What follows belongs to an exercise in optimizing a design on an open flow for small area, a short achievable clock period and few clock cycles per item; a production flow would make more cautious choices.
Function was not checked in any run shown here: the RTL went through the layout flow alone.
Power and IR drop assume default switching activity.

**config.mk**
```make
export PLATFORM = sky130hd
export DESIGN_NAME = fixflo_top
export DESIGN_NICKNAME = fixflo_top
export VERILOG_FILES = /design/flow/design.v
export SDC_FILE = /design/flow/constraint.sdc
export NUM_CORES = 4
export LEC_CHECK = 0
export ABC_CLOCK_PERIOD_IN_PS = 2400
export CAP_MARGIN = 20
export CORE_MARGIN = 2
export CORE_UTILIZATION = 40
export SETUP_SLACK_MARGIN = 5
export SLEW_MARGIN = 20
```
**constraint.sdc**
```tcl
create_clock -name core_clock -period 7.7 [get_ports {clk}]
set_input_delay 1.5400 -clock core_clock [delete_from_list [all_inputs] [get_ports {clk}]]
set_output_delay 1.5400 -clock core_clock [all_outputs]
set_load 0.01 [all_outputs]
```
**design.v**
```verilog
`default_nettype none
package fixflo_pkg;
  localparam int DATA_W = 16;
  localparam int FRAC_W = 8;    
  localparam int MAN_W    = 10;
  localparam int EXP_W    = 5;
  localparam int EXP_BIAS = 15;
  localparam int EXP_MAX  = 31;
  localparam logic [DATA_W-1:0] QNAN = 16'h7E00;
  localparam int ADR_W = 3;
  localparam logic [ADR_W-1:0] REG_A      = 3'd0;
  localparam logic [ADR_W-1:0] REG_B      = 3'd1;
  localparam logic [ADR_W-1:0] REG_CTRL   = 3'd2;  
  localparam logic [ADR_W-1:0] REG_RESULT = 3'd3;
  localparam logic [ADR_W-1:0] REG_STATUS = 3'd4;
  localparam int STAT_FLAGS_LSB = 0;
  localparam int STAT_DONE      = 8;
  typedef enum logic [1:0] {
    OP_FIX_ADD = 2'd0,
    OP_FIX_MUL = 2'd1,
    OP_FLT_MUL = 2'd2
  } op_e;   
  typedef struct packed {
    logic overflow;
    logic zero;
    logic nan;
    logic prec_lost;
  } flags_t;
endpackage
`default_nettype wire
`timescale 1ns/1ps
`default_nettype none
module fixflo_top (
  input  logic                          clk,
  input  logic                          reset,
  input  logic                          wb_cyc,
  input  logic                          wb_stb,
  input  logic                          wb_we,
  input  logic [fixflo_pkg::ADR_W-1:0]  wb_adr,
  input  logic [fixflo_pkg::DATA_W-1:0] wb_dat_i,
  output logic [fixflo_pkg::DATA_W-1:0] wb_dat_o,
  output logic                          wb_ack
);
  localparam logic [1:0] OP_ADD = 2'd0;
  localparam logic [1:0] OP_MUL = 2'd1;
  localparam logic [1:0] OP_FLT = 2'd2;
  logic [15:0] reg_a, reg_b;
  logic [15:0] res;         
  logic [3:0]  flags;       
  logic        done;
  logic        busy;        
  logic        fin1;        
  logic        fin2;        
  logic        op_add, op_mul, op_flt;
  logic [2:0]  cnt;         
  logic [15:0] acc_s, acc_c;
  logic        cy;
  logic        sticky;
  logic        c_flt, c_add, c_keep;
  logic [1:0]  d;
  logic req, acc_en, wr, rd_result, launch;
  logic [1:0] opc;
  assign req       = wb_cyc & wb_stb;
  assign acc_en    = req & ~wb_ack;
  assign wr        = acc_en & wb_we;
  assign rd_result = acc_en & ~wb_we & (wb_adr == fixflo_pkg::REG_RESULT);
  assign opc       = wb_dat_i[1:0];
  assign launch    = wr & (wb_adr == fixflo_pkg::REG_CTRL) & (opc != 2'd3) & ~busy;
  logic [15:0] x;
  logic [17:0] r0, r1, r2, r3, u1, v1, u2, v2;
  logic [2:0]  low;
  assign x   = c_flt ? {6'b000001, reg_a[9:0]} : reg_a;
  assign r0  = {2'b00, (acc_s & {16{c_keep}}) | (reg_b & {16{c_add}})};
  assign r1  = {2'b00, acc_c & {16{c_keep}}};
  assign r2  = {2'b00, x & {16{d[0]}}};
  assign r3  = {1'b0, x & {16{d[1]}}, 1'b0};
  assign u1  = r0 ^ r1 ^ r2;
  assign v1  = {(r0[16:0] & r1[16:0]) | (r0[16:0] & r2[16:0]) | (r1[16:0] & r2[16:0]), 1'b0};
  assign u2  = u1 ^ v1 ^ r3;
  assign v2  = {(u1[16:0] & v1[16:0]) | (u1[16:0] & r3[16:0]) | (v1[16:0] & r3[16:0]), 1'b0};
  assign low = {1'b0, u2[1:0]} + {1'b0, v2[1:0]} + {2'b00, cy & c_keep};
  logic step, last;
  assign step = busy & ~fin1 & ~fin2;
  assign last = op_mul ? (cnt == 3'd7) : op_flt ? (cnt == 3'd4) : 1'b1;
  logic       busy_nx, fin1_nx, fin2_nx, steps_nx;
  logic       add_nx, mul_nx, flt_nx;
  logic [2:0] cnt_nx;
  always_comb
  begin
    busy_nx = busy;
    fin1_nx = 1'b0;
    fin2_nx = 1'b0;
    add_nx  = op_add;
    mul_nx  = op_mul;
    flt_nx  = op_flt;
    cnt_nx  = cnt;
    if (reset)
    begin
      busy_nx = 1'b0;
      cnt_nx  = 3'd0;
    end
    else if (launch)
    begin
      busy_nx = 1'b1;
      add_nx  = (opc == OP_ADD);
      mul_nx  = (opc == OP_MUL);
      flt_nx  = (opc == OP_FLT);
      cnt_nx  = (opc == OP_MUL) ? 3'd1 : 3'd0;
    end
    else if (fin2)
    begin
      busy_nx = 1'b0;
      cnt_nx  = 3'd0;
    end
    else if (fin1)
      fin2_nx = 1'b1;
    else if (busy)
    begin
      cnt_nx  = cnt + 3'd1;
      fin1_nx = last;
    end
  end
  assign steps_nx = busy_nx & ~fin1_nx & ~fin2_nx & ~fin1;
  logic        sr;
  logic [4:0]  ea, eb;
  logic [9:0]  fa, fb;
  logic        a_zero, b_zero, a_inf, b_inf, a_nan, b_nan;
  logic [5:0]  e_sum;
  logic [5:0]  e_unb;
  logic        c_nan, c_inf, c_zero;
  logic [11:0] pre;           
  assign sr     = reg_a[15] ^ reg_b[15];
  assign ea     = reg_a[14:10];
  assign eb     = reg_b[14:10];
  assign fa     = reg_a[9:0];
  assign fb     = reg_b[9:0];
  assign a_zero = (ea == 5'd0);
  assign b_zero = (eb == 5'd0);
  assign a_inf  = (ea == 5'd31) & (fa == 10'd0);
  assign b_inf  = (eb == 5'd31) & (fb == 10'd0);
  assign a_nan  = (ea == 5'd31) & (fa != 10'd0);
  assign b_nan  = (eb == 5'd31) & (fb != 10'd0);
  assign c_nan  = a_nan | b_nan | (a_inf & b_zero) | (b_inf & a_zero);
  assign c_inf  = a_inf | b_inf;
  assign c_zero = a_zero | b_zero;
  assign e_sum  = {1'b0, ea} + {1'b0, eb};
  assign e_unb  = e_sum - 6'd15;
  logic ovf0, ovf1, uf0, uf1;
  assign ovf0 = (e_sum >= 6'd46);
  assign ovf1 = (e_sum >= 6'd45);
  assign uf0  = (e_sum <  6'd16);
  assign uf1  = (e_sum <  6'd15);
  assign pre = {c_nan,
                ~c_nan & (c_inf | (~c_zero & ovf0)),
                ~c_nan & (c_inf | (~c_zero & ovf1)),
                ~c_nan & ~c_inf & (c_zero | uf0),
                ~c_nan & ~c_inf & (c_zero | uf1),
                ~c_zero & uf0,
                ~c_zero & uf1,
                e_unb[4:0]};
  logic [15:0] t3, tu, tv, tsum;
  logic        n1;
  logic [3:0]  flags_nx;      
  assign t3 = op_flt ? {5'b00000, 1'b1, fa} : 16'h0;
  assign tu = acc_s ^ acc_c ^ t3;
  assign tv = {(acc_s[14:0] & acc_c[14:0]) | (acc_s[14:0] & t3[14:0]) | (acc_c[14:0] & t3[14:0]), 1'b0};
  ks_add #(16) u_fin_add (.a(tu), .b(tv), .cin(cy), .s(tsum));
  assign n1 = tsum[11];
  always_comb
  begin
    if (op_mul)
      flags_nx = {(|tsum[15:8]), ({tsum[7:0], res[7:0]} == 16'h0), 1'b0, sticky};
    else if (op_flt)
      flags_nx = {n1 ? res[9] : res[10],
                  n1 ? res[7] : res[8],
                  res[11],
                  n1 ? (res[5] | (~res[11] & ~res[9] & ~res[7] & (sticky | tsum[0])))
                     : (res[6] | (~res[11] & ~res[10] & ~res[8] & sticky))};
    else
      flags_nx = {tsum[14], ({tsum[13:0], res[7:6]} == 16'h0), 2'b00};
  end
  logic        n;
  logic [9:0]  mant;
  logic [4:0]  f_exp;
  logic        f_nan, f_inf, f_zero;
  logic [15:0] f_res;
  logic [15:0] res_nx;
  assign n      = acc_s[11];
  assign mant   = n ? acc_s[10:1] : acc_s[9:0];
  assign f_exp  = n ? res[4:0] + 5'd1 : res[4:0];
  assign f_nan  = res[11];
  assign f_inf  = n ? res[9] : res[10];
  assign f_zero = n ? res[7] : res[8];
  always_comb
  begin
    if (f_nan)
      f_res = fixflo_pkg::QNAN;
    else if (f_inf)
      f_res = {sr, 5'h1F, 10'h0};
    else if (f_zero)
      f_res = {sr, 15'h0};
    else
      f_res = {sr, f_exp, mant};
  end
  assign res_nx = op_mul ? {acc_s[7:0], res[7:0]} :
                  op_flt ? f_res :
                           {acc_s[13:0], res[7:6]};
  always_ff @(posedge clk)
  begin
    acc_s  <= fin1 ? tsum : u2[17:2];
    acc_c  <= v2[17:2];
    cy     <= low[2];
    busy   <= busy_nx;
    fin1   <= fin1_nx;
    fin2   <= fin2_nx;
    op_add <= add_nx;
    op_mul <= mul_nx;
    op_flt <= flt_nx;
    cnt    <= cnt_nx;
    c_flt  <= steps_nx & flt_nx;
    c_add  <= steps_nx & add_nx;
    c_keep <= steps_nx & (cnt_nx != 3'd0);
    d      <= (steps_nx & add_nx) ? 2'b01 : reg_b[2*cnt_nx +: 2];
    if (reset)
    begin
      wb_ack <= 1'b0;
      reg_a  <= '0;
      reg_b  <= '0;
      res    <= '0;
      flags  <= '0;
      done   <= 1'b0;
    end
    else
    begin
      wb_ack <= acc_en;
      if (wr && wb_adr == fixflo_pkg::REG_A) reg_a <= wb_dat_i;
      if (wr && wb_adr == fixflo_pkg::REG_B) reg_b <= wb_dat_i;
      if (rd_result) done <= 1'b0;
      if (fin1)
      begin
        flags <= flags_nx;
        done  <= 1'b1;
      end
      if (fin2)
        res <= res_nx;
      else if (step)
      begin
        if ((op_mul && cnt[2]) || op_add)
          res[7:0] <= {low[1:0], res[7:2]};
        if (op_flt)
          res[11:0] <= pre;
      end
    end
    if (!busy || (step && (op_flt || !cnt[2])))
      sticky <= (c_keep & sticky) | (|low[1:0]);
  end
  logic [15:0] status;
  always_comb
  begin
    status      = '0;
    status[8]   = done | fin1;
    status[3:0] = fin1 ? flags_nx : flags;
  end
  always_ff @(posedge clk)
  begin
    case (wb_adr)
      fixflo_pkg::REG_A:      wb_dat_o <= reg_a;
      fixflo_pkg::REG_B:      wb_dat_o <= reg_b;
      fixflo_pkg::REG_RESULT: wb_dat_o <= res;
      fixflo_pkg::REG_STATUS: wb_dat_o <= status;
      default:                wb_dat_o <= '0;
    endcase
  end
endmodule
`default_nettype wire
module ks_add #(
  parameter int W = 16
) (
  input  logic [W-1:0] a,
  input  logic [W-1:0] b,
  input  logic         cin,
  output logic [W-1:0] s
);
  localparam int L = $clog2(W + 1);
  logic [W:0] g [0:L];
  logic [W:0] p [0:L];
  assign g[0] = {a & b, cin};
  assign p[0] = {a ^ b, 1'b0};
  for (genvar k = 0; k < L; k++) begin : g_lvl
    for (genvar i = 0; i <= W; i++) begin : g_bit
      if (i >= (1 << k)) begin : g_op
        assign g[k+1][i] = g[k][i] | (p[k][i] & g[k][i - (1 << k)]);
        assign p[k+1][i] = p[k][i] & p[k][i - (1 << k)];
      end else begin : g_pass
        assign g[k+1][i] = g[k][i];
        assign p[k+1][i] = p[k][i];
      end
    end
  end
  assign s = p[0][W:1] ^ g[L][W-1:0];
endmodule
`default_nettype wire
```
**run.sh**
```bash
#!/bin/bash
# synth_recipe.tcl (not shown) runs the flow's synth.tcl, then flattens the netlist and writes it again
# the make line also repeats each setting of config.mk as NAME=value (left out here)
make -C /OpenROAD-flow-scripts/flow DESIGN_CONFIG=/design/flow/config.mk WORK_HOME=/design/flow/orfs CLKGATE_MAP_FILE= SYNTH_SCRIPT=/design/flow/synth_recipe.tcl finish
```
==> results.cfg, run 1 <==
[timing]
hold_viol = 0
worst_clock_skew_ns = 0.0107
report.final.slew_viol_count = 0
worstMarginPinSlew_ns = 0.740
fmax_mhz = 267
post-route-period-util_pct = 48.7
rsz0062_at_grt = true
finalCriticalPeriod_ns = 3.75
setup_viol_count_final = 0
relSlewSlack_pct = 50.7
tns_ns = 0
fin_ws_ns = 3.95

[finish]
drive_gt1_share_pct = 19.7
utilization_pct = 51.6
fill_cells = 1922
multi_input_area_um2 = 5690
area_delta_synth_final_pct = 27.5
diodes = 0
final_common_cell = nor2_1
final_cell_mix = nor2_1, dfxtp_1, mux2i_1, inv_1, nand2_1
ff_latch_area_um2 = 2430
nNetsFinal = 1120

[synth]
post_synth.cell_area_avg_um2 = 8.51
netlist_area_um2 = 8100
ys_warn_count = 4
seq_area_frac_synth_pct = 29.4
syn_inst = 952
ys_async_sr_fraction_pct = 0
synth_edf_count = 2
yosysUniqueCellTypes = 75
ys_ff_latch = 118
ys.flop_type = dfxtp_1
syn-num-nets = 1055

[detailed_routing]
vias = 7542
drtIter0Drc = 596
vias_per_cell = 5.80
drtPass1Iterations = 5
wl_mm = 27.6
route.detailed.drc = 0
ant_nets = 0
wire_per_inst_um = 21.2

[pwr]
seq_power_share_pct = 40.0
power.density_nw_per_um2 = 151
p_int_mw = 1.15
worst_ir_drop_vdd_uv = 145
p_leak_nw = 4.64
p_total_mw = 1.56
p_comb_share_pct = 8.2
switching_share_pct = 26.4
clockPowerShare_pct = 51.7
p_sw_mw = 0.411

[grt]
grt_max_degree = 60
overflow = 0
grt_antenna_before_repair = 0
grt_pass1_vias = 7289
grt_pass1_wl_mm = 42.3
track_usage_pct = 25.7

[clocking]
clockBufferDepth = 2
cts_tree = done
htree_levels = 4
clkTransAtPathRegs_ns = 0.06
cts_buffers = 17
cts_root_buffer = clkbuf_16
cts_sinks = 118
clock_latency_ns = 0.44
cts_hold_buffers = 0

[job]
drv_cap = 0

[critical_path]
worstSetupEndpointType = flop
cp.arrival_ns = 4.07
worstSetupPathType = reg -> reg
r2r_cells = 13
regToRegSetupSlack_ns = 3.95
start_kind = flop
crit_fanout = 7
r2r-start = op_flt$_DFF_P_
rr_endpoint = wb_dat_o[3]$_DFF_P_
required_ns = 8.02

[floorplanning]
die_area_um2 = 21400
die_w_um = 146
fp.dieH_um = 146
ios = 41
core_um2 = 20000
fp-row-count = 52
start_util_pct = 40.4

[placement]
dp_hpwl_mm = 19.0
dp_slack_ns = 2.84
place.gp.congestion = 0.909
port_buffers = 40

[worst_hold_path]
holdPathEnd = wb_ack$_SDFF_PP0_
min-delay-start = wb_ack$_SDFF_PP0_
worstHoldPathCells = 1
min_path_type = reg -> reg

[run_status]
status = timing/DRC/antenna clean
-- final cells by class --
type | count | area share, %
repair buffers | 94 | 9.40
clock buffers | 19 | 4.40
clock inverters | 13 | 1.33
flip-flops and latches | 118 | 23.5
well taps | 270 | 3.27
inverters | 82 | 3.02
multi-input cells | 704 | 55.1
-- Yosys cell counts (3+ instances only) --
cell type  number  area, um^2
a211oi_1       14         105
a21o_1          5        37.5
a21oi_1        54         270
a22o_1          5        43.8
a22oi_1        13        97.6
a2bb2oi_1       4        35.0
a311oi_1        5        43.8
a31oi_1         6        37.5
and2_1         30         188
and3_1          7        43.8
buf_1           5        18.8
clkbuf_1       42         158
clkinv_1        3        11.3
dfxtp_1       116        2320
fa_1           43         861
ha_1           36         450
inv_1          79         297
mux2_2          6        67.6
mux2i_1        73         731
nand2_1        70         263
nand2b_1        4        25.0
nand3_1        18        90.1
nand3b_1        4        30.0
nand4_1         6        37.5
nor2_1        123         462
nor2b_1        12        75.1
nor3_1         13        65.1
nor4_1          9        56.3
o211ai_1        8        60.1
o21a_1          5        37.5
o21ai_0        35         175
o21bai_1        4        30.0
o221ai_1        4        35.0
o22ai_1         9        56.3
o31ai_1         4        30.0
or2_2           3        18.8
or3_1           6        37.5
or4_1           3        22.5
xnor2_1         9        78.8
xor2_1         10        87.6
-- metal layers --
metal / vias to the layer above / global-route usage [%] / routed length (um)
li1: 3469 / - / -
met1: 3649 / 35.4 / 11800
met2: 367 / 40.8 / 12700
met3: 57 / 4.06 / 2290
met4: 0 / 9.81 / 772
met5: - / 0 / 0
-- power by group through the flow --
stage	combinational, mW	sequential, mW	clock, mW
3_3_place_gp	0.0879	0.644	0
4_1_cts	0.120	0.624	0.812
5_1_grt	0.136	0.623	0.843
6_report	0.128	0.623	0.805
3_5_place_dp	0.0871	0.644	0
2_1_floorplan	0.0672	0.634	0
-- kinds of logic (layout without fill, tap and decap cells) --
family | count (synthesis) | after routing | share of synthesized area, %
flip-flops | 118 | 118 | 29.4
adder cells (fa/ha/maj) | 79 | 79 | 16.2
XOR/XNOR | 19 | 19 | 2.05
multiplexers | 81 | 81 | 10.4
AO/OA/AOI/OAI | 204 | 204 | 17.1
buffers and inverters | 130 | 208 | 6.04
AND/OR/NAND/NOR | 321 | 321 | 18.9
-- critical path, stage by stage (launching register included) --
cell and delay, ns:
dfxtp_4 0.39, buf_12 0.13, nand2_4 0.05, fa_1 0.50, inv_2 0.05, ha_4 0.15, or3_4 0.39, o221a_4 0.26
or3b_1 0.36, mux4_2 0.50, a221oi_2 0.23, a41oi_2 0.23, o311ai_1 0.30, o21ai_1 0.09
-- flip-flops by register name, indices dropped and copies added (netlist names), 2 cells and up --
signal    cells
acc_c        16
acc_s        16
cnt           3
d             2
flags         4
reg_a        16
reg_b        16
res          16
wb_dat_o     16
-- worst max-delay path by stage --
stage                     startpoint  cells past startpoint                  end  slack, ns
global route        acc_s[9]$_DFF_P_                     12  wb_dat_o[3]$_DFF_P_       3.84
CTS                   op_flt$_DFF_P_                     13  wb_dat_o[3]$_DFF_P_       4.01
detailed placement         wb_adr[2]                      8      d[0]$_SDFF_PP1_       2.84
global placement           wb_adr[2]                      8      d[0]$_SDFF_PP1_       2.95
finish                op_flt$_DFF_P_                     13  wb_dat_o[3]$_DFF_P_       3.95
floorplan             op_flt$_DFF_P_                     16  wb_dat_o[3]$_DFF_P_       3.84
-- what timing repair did --
action,CTS,global route
setup endpoints to repair,104,47
gates cloned,3,1
setup buffers,21,20
gates resized for setup,107,49
pin swaps,17,15
-- per-stage QoR --
step	hold slack (ns)	instances	area (um^2)
2_1_floorplan	0.441	952	8320
3_3_place_gp	0.464	1223	8860
3_5_place_dp	0.440	1223	8860
4_1_cts	0.446	1279	9990
5_1_grt	0.486	1300	10300
6_report	0.454	1300	10300
==> inputs of run 2 (changes only) <==
--- a/design.v
+++ b/design.v
@@ -126,9 +126,9 @@
   logic [9:0]  fa, fb;
   logic        a_zero, b_zero, a_inf, b_inf, a_nan, b_nan;
   logic [5:0]  e_sum;
-  logic [5:0]  e_unb;
+  logic [4:0]  e_unb;
   logic        c_nan, c_inf, c_zero;
-  logic [11:0] pre;           
+  logic        ovf0, ovf1, uf0, uf1;
   assign sr     = reg_a[15] ^ reg_b[15];
   assign ea     = reg_a[14:10];
   assign eb     = reg_b[14:10];
@@ -144,20 +144,16 @@
   assign c_inf  = a_inf | b_inf;
   assign c_zero = a_zero | b_zero;
   assign e_sum  = {1'b0, ea} + {1'b0, eb};
-  assign e_unb  = e_sum - 6'd15;
-  logic ovf0, ovf1, uf0, uf1;
+  assign e_unb  = ea + eb + 5'd17;           
   assign ovf0 = (e_sum >= 6'd46);
   assign ovf1 = (e_sum >= 6'd45);
   assign uf0  = (e_sum <  6'd16);
   assign uf1  = (e_sum <  6'd15);
-  assign pre = {c_nan,
-                ~c_nan & (c_inf | (~c_zero & ovf0)),
-                ~c_nan & (c_inf | (~c_zero & ovf1)),
-                ~c_nan & ~c_inf & (c_zero | uf0),
-                ~c_nan & ~c_inf & (c_zero | uf1),
-                ~c_zero & uf0,
-                ~c_zero & uf1,
-                e_unb[4:0]};
+  logic inf0, inf1, zero0, zero1;
+  assign inf0  = ~c_nan & (c_inf | (~c_zero & ovf0));
+  assign inf1  = ~c_nan & (c_inf | (~c_zero & ovf1));
+  assign zero0 = ~c_nan & ~c_inf & (c_zero | uf0);
+  assign zero1 = ~c_nan & ~c_inf & (c_zero | uf1);
   logic [15:0] t3, tu, tv, tsum;
   logic        n1;
   logic [3:0]  flags_nx;      
@@ -171,43 +167,39 @@
     if (op_mul)
       flags_nx = {(|tsum[15:8]), ({tsum[7:0], res[7:0]} == 16'h0), 1'b0, sticky};
     else if (op_flt)
-      flags_nx = {n1 ? res[9] : res[10],
-                  n1 ? res[7] : res[8],
-                  res[11],
-                  n1 ? (res[5] | (~res[11] & ~res[9] & ~res[7] & (sticky | tsum[0])))
-                     : (res[6] | (~res[11] & ~res[10] & ~res[8] & sticky))};
+      flags_nx = {n1 ? inf1 : inf0,
+                  n1 ? zero1 : zero0,
+                  c_nan,
+                  n1 ? ((~c_zero & uf1) | (~c_nan & ~inf1 & ~zero1 & (sticky | tsum[0])))
+                     : ((~c_zero & uf0) | (~c_nan & ~inf0 & ~zero0 & sticky))};
     else
       flags_nx = {tsum[14], ({tsum[13:0], res[7:6]} == 16'h0), 2'b00};
   end
+  logic [15:0] res_fin1;
+  assign res_fin1 = op_mul ? {tsum[7:0], res[7:0]} :
+                    op_flt ? {res[15:12], tsum[11:0]} :
+                             {tsum[13:0], res[7:6]};
   logic        n;
   logic [9:0]  mant;
   logic [4:0]  f_exp;
-  logic        f_nan, f_inf, f_zero;
   logic [15:0] f_res;
-  logic [15:0] res_nx;
-  assign n      = acc_s[11];
-  assign mant   = n ? acc_s[10:1] : acc_s[9:0];
-  assign f_exp  = n ? res[4:0] + 5'd1 : res[4:0];
-  assign f_nan  = res[11];
-  assign f_inf  = n ? res[9] : res[10];
-  assign f_zero = n ? res[7] : res[8];
-  always_comb
-  begin
-    if (f_nan)
+  assign n      = res[11];
+  assign mant   = n ? res[10:1] : res[9:0];
+  assign f_exp  = n ? e_unb + 5'd1 : e_unb;
+  always_comb
+  begin
+    if (c_nan)
       f_res = fixflo_pkg::QNAN;
-    else if (f_inf)
+    else if (n ? inf1 : inf0)
       f_res = {sr, 5'h1F, 10'h0};
-    else if (f_zero)
+    else if (n ? zero1 : zero0)
       f_res = {sr, 15'h0};
     else
       f_res = {sr, f_exp, mant};
   end
-  assign res_nx = op_mul ? {acc_s[7:0], res[7:0]} :
-                  op_flt ? f_res :
-                           {acc_s[13:0], res[7:6]};
   always_ff @(posedge clk)
   begin
-    acc_s  <= fin1 ? tsum : u2[17:2];
+    acc_s  <= u2[17:2];
     acc_c  <= v2[17:2];
     cy     <= low[2];
     busy   <= busy_nx;
@@ -241,14 +233,16 @@
         flags <= flags_nx;
         done  <= 1'b1;
       end
-      if (fin2)
-        res <= res_nx;
+      if (fin1)
+        res <= res_fin1;
+      else if (fin2)
+      begin
+        if (op_flt) res <= f_res;
+      end
       else if (step)
       begin
         if ((op_mul && cnt[2]) || op_add)
           res[7:0] <= {low[1:0], res[7:2]};
-        if (op_flt)
-          res[11:0] <= pre;
       end
     end
     if (!busy || (step && (op_flt || !cnt[2])))
==> results.cfg, run 2 <==
[run_status]
status = timing/DRC/antenna clean

[floorplanning]
fp-row-count = 51
ios = 41
die_w_um = 144
core_um2 = 19300
die_area_um2 = 20700
fp.dieH_um = 144
start_util_pct = 40.5

[timing]
hold_viol = 0
rsz0062_at_grt = true
whs_ns = 0.429
finalCriticalPeriod_ns = 3.24
relSlewSlack_pct = 48.2
fmax_mhz = 309
report.final.slew_viol_count = 0
tns_ns = 0
post-route-period-util_pct = 42.1
worstMarginPinSlew_ns = 0.769
worst_clock_skew_ns = 0.0104
setup_viol_count_final = 0

[critical_path]
cp.arrival_ns = 3.61
crit_family = simple AND/OR/NAND/NOR gates
crit_fanout = 7
slowest_stage = fa_1
r2r_cells = 12
crit_start = op_flt$_DFF_P_
required_ns = 8.07
cp.buffers_inverters = 1
rr_endpoint = flags[2]$_SDFF_PP0_
start_kind = flop
worstSetupEndpointType = flop
crit_end = flags[2]$_SDFF_PP0_
worstSetupPathType = reg -> reg
r2r-start = op_flt$_DFF_P_
worstSetupPathDepth = 12
path_cells = and2_4 -> fa_1 -> ha_4 -> nand3b_1 -> a211oi_2 -> xor2_2 -> or4_1 -> nand4bb_1 -> a31oi_2 -> buf_4 -> nand3_2 -> nor2_1
regToRegSetupSlack_ns = 4.46
cpPeakStageDelay_ns = 0.48

[worst_hold_path]
min_path_type = reg -> reg
worstHoldPathCells = 1
min-delay-start = wb_ack$_SDFF_PP0_

[synth]
netlist_area_um2 = 7820
synth.area.top_cells = dfxtp_1, fa_1, mux2i_1, ha_1, nor2_1
syn-num-nets = 999
post_synth.cell_area_avg_um2 = 8.76
ys_ff_latch = 117
seq_area_frac_synth_pct = 30.2
synth_largest_area_cell = dfxtp_1
syn_inst = 893
ys_async_sr_fraction_pct = 0
synthMostInstantiatedCell = dfxtp_1
synth_common_cells = dfxtp_1, nor2_1, inv_1
synth_edf_count = 2
ys_warn_count = 4
yosysUniqueCellTypes = 72
ys.flop_type = dfxtp_1
yosysTopAreaCellShare_pct = 29.4

[placement]
port_buffers = 40
place.gp.congestion = 0.882
dp_hpwl_mm = 15.8

[clocking]
clkTransAtPathRegs_ns = 0.06
cts_buffers = 17
cts_sinks = 117
htree_levels = 4
clockBufferDepth = 2
clock_latency_ns = 0.44
cts_root_buffer = clkbuf_16
cts_tree = done

[detailed_routing]
wl_mm = 24.0
route.detailed.drc = 0
wire_per_inst_um = 19.2
drtIter0Drc = 695
vias_per_cell = 5.59
drtPass1Iterations = 5
ant_nets = 0
vias = 7014

[pwr]
switching_share_pct = 22.5
worst_ir_drop_vdd_uv = 212
p_comb_share_pct = 6.0
power.density_nw_per_um2 = 155
p_leak_nw = 4.69
clockPowerShare_pct = 55.9
seq_power_share_pct = 38.0
p_sw_mw = 0.365
p_int_mw = 1.26

[finish]
final_common_cell = nor2_1
final_cell_mix = nor2_1, dfxtp_1, inv_1
area_delta_synth_final_pct = 34.0
fill_cells = 1729
nNetsFinal = 1082
drive_gt1_share_pct = 25.7
diodes = 0

[grt]
track_usage_pct = 23.9
grt_antenna_before_repair = 0
grt_pass1_wl_mm = 37.4
grt_max_degree = 61
grt_pass1_vias = 6786
overflow = 0

[job]
drv_cap = 0
-- run 2: worst min-delay path by stage --
stage	to	slack (ns)
final	wb_ack$_SDFF_PP0_	0.43
after global routing	wb_ack$_SDFF_PP0_	0.45
after CTS	wb_ack$_SDFF_PP0_	0.43
after detailed placement	wb_ack$_SDFF_PP0_	0.43
after global placement	wb_ack$_SDFF_PP0_	0.43
after floorplan	res[13]$_SDFFE_PP0P_	0.44
-- run 2: stage by stage --
stage	std cells	setup WS, ns	power [mW]	utilization (%)	cell area [um^2]
6_report	1254	4.46	1.62	54.2	10500
5_1_grt	1254	4.37	1.66	54.2	10500
4_1_cts	1244	4.55	1.62	52.8	10200
3_5_place_dp	1165	2.81	0.701	44.8	8660
3_3_place_gp	1165	2.95	0.701	44.8	8660
2_1_floorplan	893	4.49	0.674	-	8110
-- run 2: metal layers --
| metal | wire, um | vias up | GRT usage, % |
|---|---|---|---|
| met2 | 11000 | 274 | 37.9 |
| li1 | - | 3276 | - |
| met3 | 1690 | 54 | 6.13 |
| met4 | 749 | 0 | 7.95 |
| met5 | 0 | - | 0 |
| met1 | 10600 | 3410 | 31.7 |
-- run 2: final cells by class --
type,instances,area [um^2],share of cell area (%)
multi-input combinational,652,5790,55.2
sequential,117,2410,23.0
timing repair buffer,101,957,9.13
clock buffer,21,472,4.50
tap,265,332,3.16
inverter,87,327,3.12
clock inverter,11,196,1.87
-- run 2: what timing repair did --
action                     in CTS  in global routing
setup endpoints to repair      99                 29
resized for setup             166                 42
hold buffers                    0                  0
pin swaps                      58                 30
gates cloned                    4                  1
buffers inserted               43                  9
-- run 2: worst register-to-register path: stages (launching register included) --
cell	delay, ns
dfxtp_4	0.38
and2_4	0.17
fa_1	0.48
ha_4	0.33
nand3b_1	0.12
a211oi_2	0.35
xor2_2	0.16
or4_1	0.42
nand4bb_1	0.23
a31oi_2	0.24
buf_4	0.14
nand3_2	0.05
nor2_1	0.09
-- run 2: logic make-up after synthesis --
| family | Yosys count | synth area share [%] |
|---|---|---|
| xor gates and xnor gates | 21 | 2.35 |
| muxes | 60 | 7.84 |
| AOI/OAI and AO/OA | 187 | 17.4 |
| and+or+nand+nor | 300 | 18.4 |
| adders and majority gates | 82 | 17.6 |
| DFF | 117 | 30.2 |
| buffers and inverters | 126 | 6.16 |
-- run 2: power by group through the flow --
| stage | clock network, mW | registers, mW | logic (mW) |
|---|---|---|---|
| floorplan | 0 | 0.628 | 0.0467 |
| global placement | 0 | 0.636 | 0.0652 |
| detailed placement | 0 | 0.636 | 0.0656 |
| CTS | 0.912 | 0.616 | 0.0927 |
| global route | 0.942 | 0.617 | 0.104 |
| finish | 0.907 | 0.616 | 0.0978 |

port drivers added, routing unchanged:
In the flow no input, the clock included, has a driving cell. The finished layouts below were timed again as built, in two steps. Step 1 (the two cells are an assumption about what drives the block):
set clk [get_ports {clk}]
set_driving_cell -lib_cell sky130_fd_sc_hd__clkbuf_16 $clk
set_driving_cell -lib_cell sky130_fd_sc_hd__buf_2 [delete_from_list [all_inputs] $clk]
Step 2 times the ports against the registers' clock, not the clock port: input delays grow and output delays shrink by t, the midpoint of the rising clock arrivals with the driver on. Three values: ideal, step 1, step 2; two values: the first two.
run	t (ns)	setup slack, ns	hold slack, ns	worst slew at a driven data input, ns
run 1	0.478	3.949 / 3.949 / 3.949	0.454 / 0.454 / 0.454	0.05
run 2	0.477	4.459 / 4.459 / 4.308	0.429 / 0.429 / 0.429	0.09
After both steps every run listed still meets setup and hold. For run 2, which loses most, drivers alone change the setup slack by 0.000 ns; drivers and shift together by -0.151 ns.
